Source: an optimization exercise on an open RTL-to-GDS flow (aim: small area, a short achievable clock period and few clock cycles). Production flows keep margins and buffers that such runs may drop.
Function was checked by simulation only, so behaviour that the tests miss may differ from the original.

==> onyx <==
// ex_stage
module ex_stage #(
  parameter int unsigned DATA_W    = 32,
  parameter int unsigned STALL_IDX = 3
) (
  input  logic              clk,
  input  logic              rst,
  input  logic [5:0]        stall,
  input  logic [4:0]        exALUop,
  input  logic [DATA_W-1:0] exReg1,
  input  logic [DATA_W-1:0] exReg2,
  input  logic [4:0]        exRS1,
  input  logic [4:0]        exRS2,
  input  logic [4:0]        exWriteNum,
  input  logic              exWriteReg,
  input  logic              memWriteReg,
  input  logic [4:0]        memWriteNum,
  input  logic [DATA_W-1:0] memResult,
  input  logic              wbWriteReg,
  input  logic [4:0]        wbWriteNum,
  input  logic [DATA_W-1:0] wbResult,
  output logic [DATA_W-1:0] exResult,
  output logic [4:0]        exWriteNumOut,
  output logic              exWriteRegOut,
  output logic              stallreq
);
  localparam int unsigned DIV_K   = 4;             
  localparam int unsigned DIV_CYC = 32 / DIV_K;    
  localparam logic [4:0] OP_ADD  = 5'd1,  OP_SUB  = 5'd2,  OP_AND  = 5'd3,  OP_OR   = 5'd4;
  localparam logic [4:0] OP_XOR  = 5'd5,  OP_SLL  = 5'd6,  OP_SRL  = 5'd7,  OP_SRA  = 5'd8;
  localparam logic [4:0] OP_SLT  = 5'd9,  OP_SLTU = 5'd10, OP_MUL  = 5'd11, OP_DIV  = 5'd12;
  localparam logic [4:0] OP_DIVU = 5'd13, OP_REM  = 5'd14, OP_REMU = 5'd15;
  typedef enum logic [1:0] {IDLE, MUL, DIV, DOUT} state_t;
  state_t state;
  function automatic logic [63:0] bk_carry(input logic [63:0] a, input logic [63:0] b,
  ...
Settings: LEC_CHECK=0, ABC_AREA=1, CAP_MARGIN=20, CORE_MARGIN=2, CORE_UTILIZATION=50, SETUP_SLACK_MARGIN=5, SLEW_MARGIN=20, TNS_END_PERCENT=0; clock period 17.0 ns.
standard.sh (not shown) runs the stock make flow with config.mk's settings and CLKGATE_MAP_FILE= SYNTH_SCRIPT=/design/flow/synth_recipe.tcl, a recipe that flattens the netlist after the stock synthesis.
==> flow/flow/run.sh <==
#!/bin/bash
# Own flow: the standard layout (standard.sh, unchanged synthesis and steps) with two
# settings changed on make's command line:
#  - ports are buffered with plain buf_1 cells (resizable later) instead of delay buffers.
set -euo pipefail
bash standard.sh SETUP_SLACK_MARGIN=8 \
  "BUFFER_PORTS_ARGS=-buffer_cell sky130_fd_sc_hd__buf_1" finish > flow_make.log 2>&1
==> inputs of lagoon, as changes to onyx <==
--- a/flow/design.v
+++ b/flow/design.v
@@ -19,16 +19,16 @@
   input  logic [4:0]        wbWriteNum,
   input  logic [DATA_W-1:0] wbResult,
   output logic [DATA_W-1:0] exResult,
   output logic [4:0]        exWriteNumOut,
   output logic              exWriteRegOut,
   output logic              stallreq
 );
-  localparam int unsigned DIV_K   = 4;             
-  localparam int unsigned DIV_CYC = 32 / DIV_K;    
+  localparam int unsigned DIV_K   = 3;             
+  localparam int unsigned DIV_CYC = 33 / DIV_K;    
   localparam logic [4:0] OP_ADD  = 5'd1,  OP_SUB  = 5'd2,  OP_AND  = 5'd3,  OP_OR   = 5'd4;
   localparam logic [4:0] OP_XOR  = 5'd5,  OP_SLL  = 5'd6,  OP_SRL  = 5'd7,  OP_SRA  = 5'd8;
   localparam logic [4:0] OP_SLT  = 5'd9,  OP_SLTU = 5'd10, OP_MUL  = 5'd11, OP_DIV  = 5'd12;
   localparam logic [4:0] OP_DIVU = 5'd13, OP_REM  = 5'd14, OP_REMU = 5'd15;
   typedef enum logic [1:0] {IDLE, MUL, DIV, DOUT} state_t;
   state_t state;
   function automatic logic [63:0] bk_carry(input logic [63:0] a, input logic [63:0] b,
@@ -96,30 +96,32 @@
       OP_XOR:                  alu_res = op1 ^ op2;
       OP_SLL, OP_SRL, OP_SRA:  alu_res = sh_res;
       OP_SLT:                  alu_res = {31'd0, lt_s};
       OP_SLTU:                 alu_res = {31'd0, lt_u};
       default:                 alu_res = '0;
     endcase
   end
-  logic [31:0] ra, rq, rr;
-  logic [2:0]  cnt;
+  logic [31:0] ra, rr;
+  logic [32:0] rq;
+  logic [3:0]  cnt;
   logic        want_q, neg_q, neg_r, d_cin;
   logic is_mul, is_div, is_signed, a_neg, b_neg;
   assign is_mul    = (exALUop == OP_MUL);
   assign is_div    = (exALUop == OP_DIV) || (exALUop == OP_DIVU) ||
                      (exALUop == OP_REM) || (exALUop == OP_REMU);
   assign is_signed = (exALUop == OP_DIV) || (exALUop == OP_REM);
   assign a_neg     = is_signed & op1[31];
   assign b_neg     = is_signed & op2[31];
   logic [31:0] m_a, m_acc, prod;
   logic [7:0]  m_b;
   logic        m_p;
   assign m_a   = ra;
-  assign m_b   = rq[7:0];
-  assign m_acc = rr;
+  assign m_b   = rq[31:24];
+  assign m_p   = rq[23];
+  assign m_acc = rr << 8;
   logic [31:0] pp [4];
   logic [31:0] hot;
   logic [8:0]  bb;
   assign bb = {m_b, m_p};
   always_comb begin
     hot = '0;
     for (int j = 0; j < 4; j++) begin
@@ -149,113 +151,116 @@
     {l2s, l2c}   = csa(l1s0, l1c0, l1s1);
     {l3s, l3c}   = csa(l2s, l2c, l1c1);
   end
   logic [63:0] m_c;
   assign m_c  = bk_carry({32'd0, l3s}, {32'd0, l3c}, 1'b0, 32);
   assign prod = l3s ^ l3c ^ m_c[31:0];
   logic mul_last;
-  assign mul_last = (rq[31:8] == 24'd0) && (!rq[7] || cnt == 3'd3);
+  assign mul_last = (cnt == 4'd3);
   logic [31:0] d_r [DIV_K+1];
-  logic [31:0] d_q [DIV_K+1];
+  logic [32:0] d_q [DIV_K+1];
   always_comb begin
     d_r[0] = rr;
     d_q[0] = rq;
     for (int i = 0; i < DIV_K; i++) begin
       logic [63:0] x, y, c;
       logic [33:0] diff;
-      x    = {31'd0, d_r[i], d_q[i][31]};
+      x    = {31'd0, d_r[i], d_q[i][32]};
       y    = {30'd0, 2'b11, ra};
       c    = bk_carry(x, y, d_cin, 34);
       diff = x[33:0] ^ y[33:0] ^ c[33:0];
-      d_q[i+1] = {d_q[i][30:0], !diff[33]};
-      d_r[i+1] = diff[33] ? {d_r[i][30:0], d_q[i][31]} : diff[31:0];
+      d_q[i+1] = {d_q[i][31:0], !diff[33]};
+      d_r[i+1] = diff[33] ? {d_r[i][30:0], d_q[i][32]} : diff[31:0];
     end
   end
   logic [31:0] a_mag, b_add;
   logic        mul_keep, a_short, a_tiny;
+  logic [31:0] x_in, m_in, q_in;
   assign a_mag    = cneg(a_neg, op1);
   assign b_add    = b_neg ? op2 : ~op2;
   assign mul_keep = is_mul & !(op2[31:16] != 16'd0 && op1[31:16] == 16'd0);
-  assign a_short  = !is_mul & (a_mag[31:16] == 16'd0);
-  assign a_tiny   = a_short & (a_mag[15:8] == 8'd0);
-  logic [31:0] b_low, a_top;
-  logic        a_lt_b;
+  assign x_in     = mul_keep ? op2 : a_mag;
+  assign m_in     = mul_keep ? op1 : op2;
+  assign a_short  = (x_in[31:16] == 16'd0);
+  assign a_tiny   = a_short & (x_in[15:8] == 8'd0);
+  assign q_in     = a_tiny ? {x_in[7:0], 24'd0} : a_short ? {x_in[15:0], 16'd0} : x_in;
+  logic [31:0] b_low, a_hi, a_top, b_cmp;
+  logic        a_lt_b, quick, is_rem;
   assign b_low = ~b_add;
-  always_comb begin
-    a_top[31] = a_mag[31];
-    for (int i = 30; i >= 0; i--) a_top[i] = a_top[i+1] | a_mag[i];
-  end
-  assign a_lt_b = |(b_low & ~a_top);
+  assign a_hi  = op1 ^ {32{a_neg}};
+  assign b_cmp = a_neg ? {1'b0, b_low[31:1]} : b_low;
+  always_comb begin
+    a_top[31] = a_hi[31];
+    for (int i = 30; i >= 0; i--) a_top[i] = a_top[i+1] | a_hi[i];
+  end
+  assign a_lt_b = |(b_cmp & ~a_top);
+  assign quick  = is_div & a_lt_b;
+  assign is_rem = (exALUop == OP_REM) || (exALUop == OP_REMU);
   logic        div0, d_neg;
   logic [31:0] d_sel, div_res;
   assign div0    = d_cin & (ra == 32'hFFFF_FFFF);
-  assign d_sel   = want_q ? (rq | {32{div0}}) : rr;
+  assign d_sel   = want_q ? (rq[31:0] | {32{div0}}) : rr;
   assign d_neg   = want_q ? (neg_q & !div0) : neg_r;
   assign div_res = cneg(d_neg, d_sel);
   always_comb begin : ctl
     stallreq = 1'b0;
     unique case (state)
-      IDLE:    stallreq = is_mul | is_div;
+      IDLE:    stallreq = is_mul | (is_div & !a_lt_b);
       MUL:     stallreq = !mul_last;
       DIV:     stallreq = 1'b1;
       DOUT:    stallreq = 1'b0;
       default: stallreq = 1'b0;
     endcase
     if (rst) stallreq = 1'b0;
   end
   always_ff @(posedge clk) begin : state_reg
     if (rst) state <= IDLE;
     else begin
       unique case (state)
-        IDLE:    if (is_mul) state <= MUL; else if (is_div) state <= a_lt_b ? DOUT : DIV;
+        IDLE:    if (is_mul) state <= MUL; else if (is_div & !a_lt_b) state <= DIV;
         MUL:     if (mul_last && !stall[STALL_IDX]) state <= IDLE;
-        DIV:     if (cnt == 3'(DIV_CYC - 1)) state <= DOUT;
+        DIV:     if (cnt == 4'(DIV_CYC - 1)) state <= DOUT;
         DOUT:    if (!stall[STALL_IDX]) state <= IDLE;
         default: state <= IDLE;
       endcase
     end
   end
   always_ff @(posedge clk) begin : data_regs
     unique case (state)
       IDLE: begin
-        cnt <= '0;
-        m_p <= 1'b0;
-        ra <= is_mul ? (mul_keep ? op1 : op2) : b_add;
-        rq <= mul_keep ? op2 : (a_tiny ? {a_mag[7:0], 24'd0} :
-                                a_short ? {a_mag[15:0], 16'd0} : a_mag) & {32{!(is_div & a_lt_b)}};
+        ra    <= is_mul ? m_in : b_add;
+        rq    <= (is_div & a_short & !a_tiny) ? {2'b0, x_in[15:0], 15'd0} : {1'b0, q_in};
+        rr    <= m_in & {32{is_mul & q_in[31]}};
         d_cin <= !b_neg;
-        rr <= (is_div & a_lt_b) ? a_mag : 32'd0;
-        if (a_tiny) cnt <= 3'(DIV_CYC * 3 / 4);
-        else if (a_short) cnt <= 3'(DIV_CYC / 2);
+        if (is_mul) cnt <= a_tiny ? 4'd3 : a_short ? 4'd2 : 4'd0;
+        else        cnt <= a_tiny ? 4'(DIV_CYC - 3) : a_short ? 4'(DIV_CYC - 6) : 4'd0;
         if (!is_mul) begin
           want_q <= (exALUop == OP_DIV) || (exALUop == OP_DIVU);
           neg_q  <= a_neg ^ b_neg;
           neg_r  <= a_neg;
         end
       end
       MUL: if (!mul_last) begin
-        cnt <= cnt + 3'd1;
-        m_p <= rq[7];
-        ra <= ra << 8;
-        rq <= rq >> 8;
-        rr <= prod;
+        cnt <= cnt + 4'd1;
+        rq  <= rq << 8;
+        rr  <= prod;
       end
       DIV: begin
-        cnt <= cnt + 3'd1;
+        cnt <= cnt + 4'd1;
         rq  <= d_q[DIV_K];
         rr  <= d_r[DIV_K];
       end
       default: ;
     endcase
   end
   logic [31:0] res;
   always_comb begin
     unique case (state)
       MUL:     res = prod;
       DOUT:    res = div_res;
-      default: res = alu_res;
+      default: res = alu_res | (op1 & {32{quick & is_rem}});
     endcase
   end
   assign exResult      = rst ? '0 : res;
   assign exWriteNumOut = exWriteNum;
   assign exWriteRegOut = !rst && exWriteReg && !stallreq;
 endmodule
==> flow/flow/run.sh (replaced) <==
#!/bin/bash
# Own flow: the standard layout (standard.sh, unchanged synthesis and steps), except that
# ports are buffered with plain buf_1 cells (resizable later) instead of delay buffers.
set -euo pipefail
bash standard.sh "BUFFER_PORTS_ARGS=-buffer_cell sky130_fd_sc_hd__buf_1" finish > flow_make.log 2>&1
Settings changed: TNS_END_PERCENT 0 to not set.
==> notes <==
Of lagoon and onyx, lagoon has the higher critical path depth (gap 9).
In lagoon the clock skew is lower than in onyx, by 4.1 ps.
Utilization: onyx is higher than lagoon (2.2 points).
Sequential cell count: onyx is lower than lagoon (1).
Die area: onyx is larger than lagoon (about 6.6%).
Between lagoon and onyx, the lower fmax is in lagoon (gap about 1.7%, measured against onyx).
Between lagoon and onyx, the lower first-iteration DRC count is in lagoon (gap about 14%, measured against onyx).
Of lagoon and onyx, onyx has the higher via count (gap 8.1%, measured against onyx).
Between lagoon and onyx, the lower register-to-register slack is in onyx (gap 540 ps).
==> figures <==
quantity	onyx	lagoon
Mapped Area	29400 sq um	27500 sq um
Post-synth net total	5023	4685
Proportion of cell area occupied by multi-input gates	72.3%	72.4%
Quantity of gates resized following cts	245	142
Effective utilization at floorplan	50.8%	50.3%
Number of antenna violations at the first check in global routing	4	1
Worst reg2reg setup slack	5540 ps	6080 ps
Via count of the first global-routing pass	30900	27900
Routed via count	32900	30200
Slew Limit Headroom	22.3%	29.5%
Clock period minus final worst setup slack	11770 ps	11980 ps
Final worst hold slack	549 ps	541 ps
Met2 track utilization from global routing	67.6%	65.3%
Status	complete, no violations	complete, no violations
Final Net Count	5228	4818
Worst Setup Slack post-DPL	3030 ps	3260 ps
Number of cells in the finished layout apart from fillers	5345	4928
Share of the core filled with cells in the final layout	58.3%	56.1%
Arithmetic-cell share of the synthesized area counting full adders, half adders and majority gates	25.0%	23.5%
Routed len/inst	24.7 microns	23.9 microns
Multi-input combinational cell area	24400 sq um	22200 sq um
Testbench counts of onyx, summed over its fixed seeds: cycles 23,534.
Testbench counts of lagoon, summed over its fixed seeds: cycles 24,059.

[separate check: timing with driven ports]
How much do the figures lean on ideal ports? The routed layouts below were timed once more, with nothing changed but the port constraints. Step 1 (the two cells are an assumption about what drives the block):
set clk [get_ports {clk}]
set_driving_cell -lib_cell sky130_fd_sc_hd__clkbuf_16 $clk
set_driving_cell -lib_cell sky130_fd_sc_hd__buf_2 [delete_from_list [all_inputs] $clk]
Step 2, shift: input delay + t, output delay - t, t = (earliest + latest rising clock arrival at the registers) / 2. This alone moves slack from input paths to output paths. Slacks: no drivers / after step 1 / after step 2; pairs: no drivers / after step 1.
run | t, ns | slack for setup (ns) | worst setup path after step 2 | clock arrival spread, ns | worst data-port slew with drivers (ns)
onyx | 0.443 | 5.229 / 5.173 / 5.173 | input to output | 0.017 / 0.016 | 0.08
lagoon | 0.423 | 5.023 / 4.995 / 4.995 | input to output | 0.013 / 0.012 | 0.07
After both steps setup and hold are still met in every run listed. The setup slack of onyx, which loses most, moves by -0.056 ns with the drivers and by -0.056 ns with both steps.
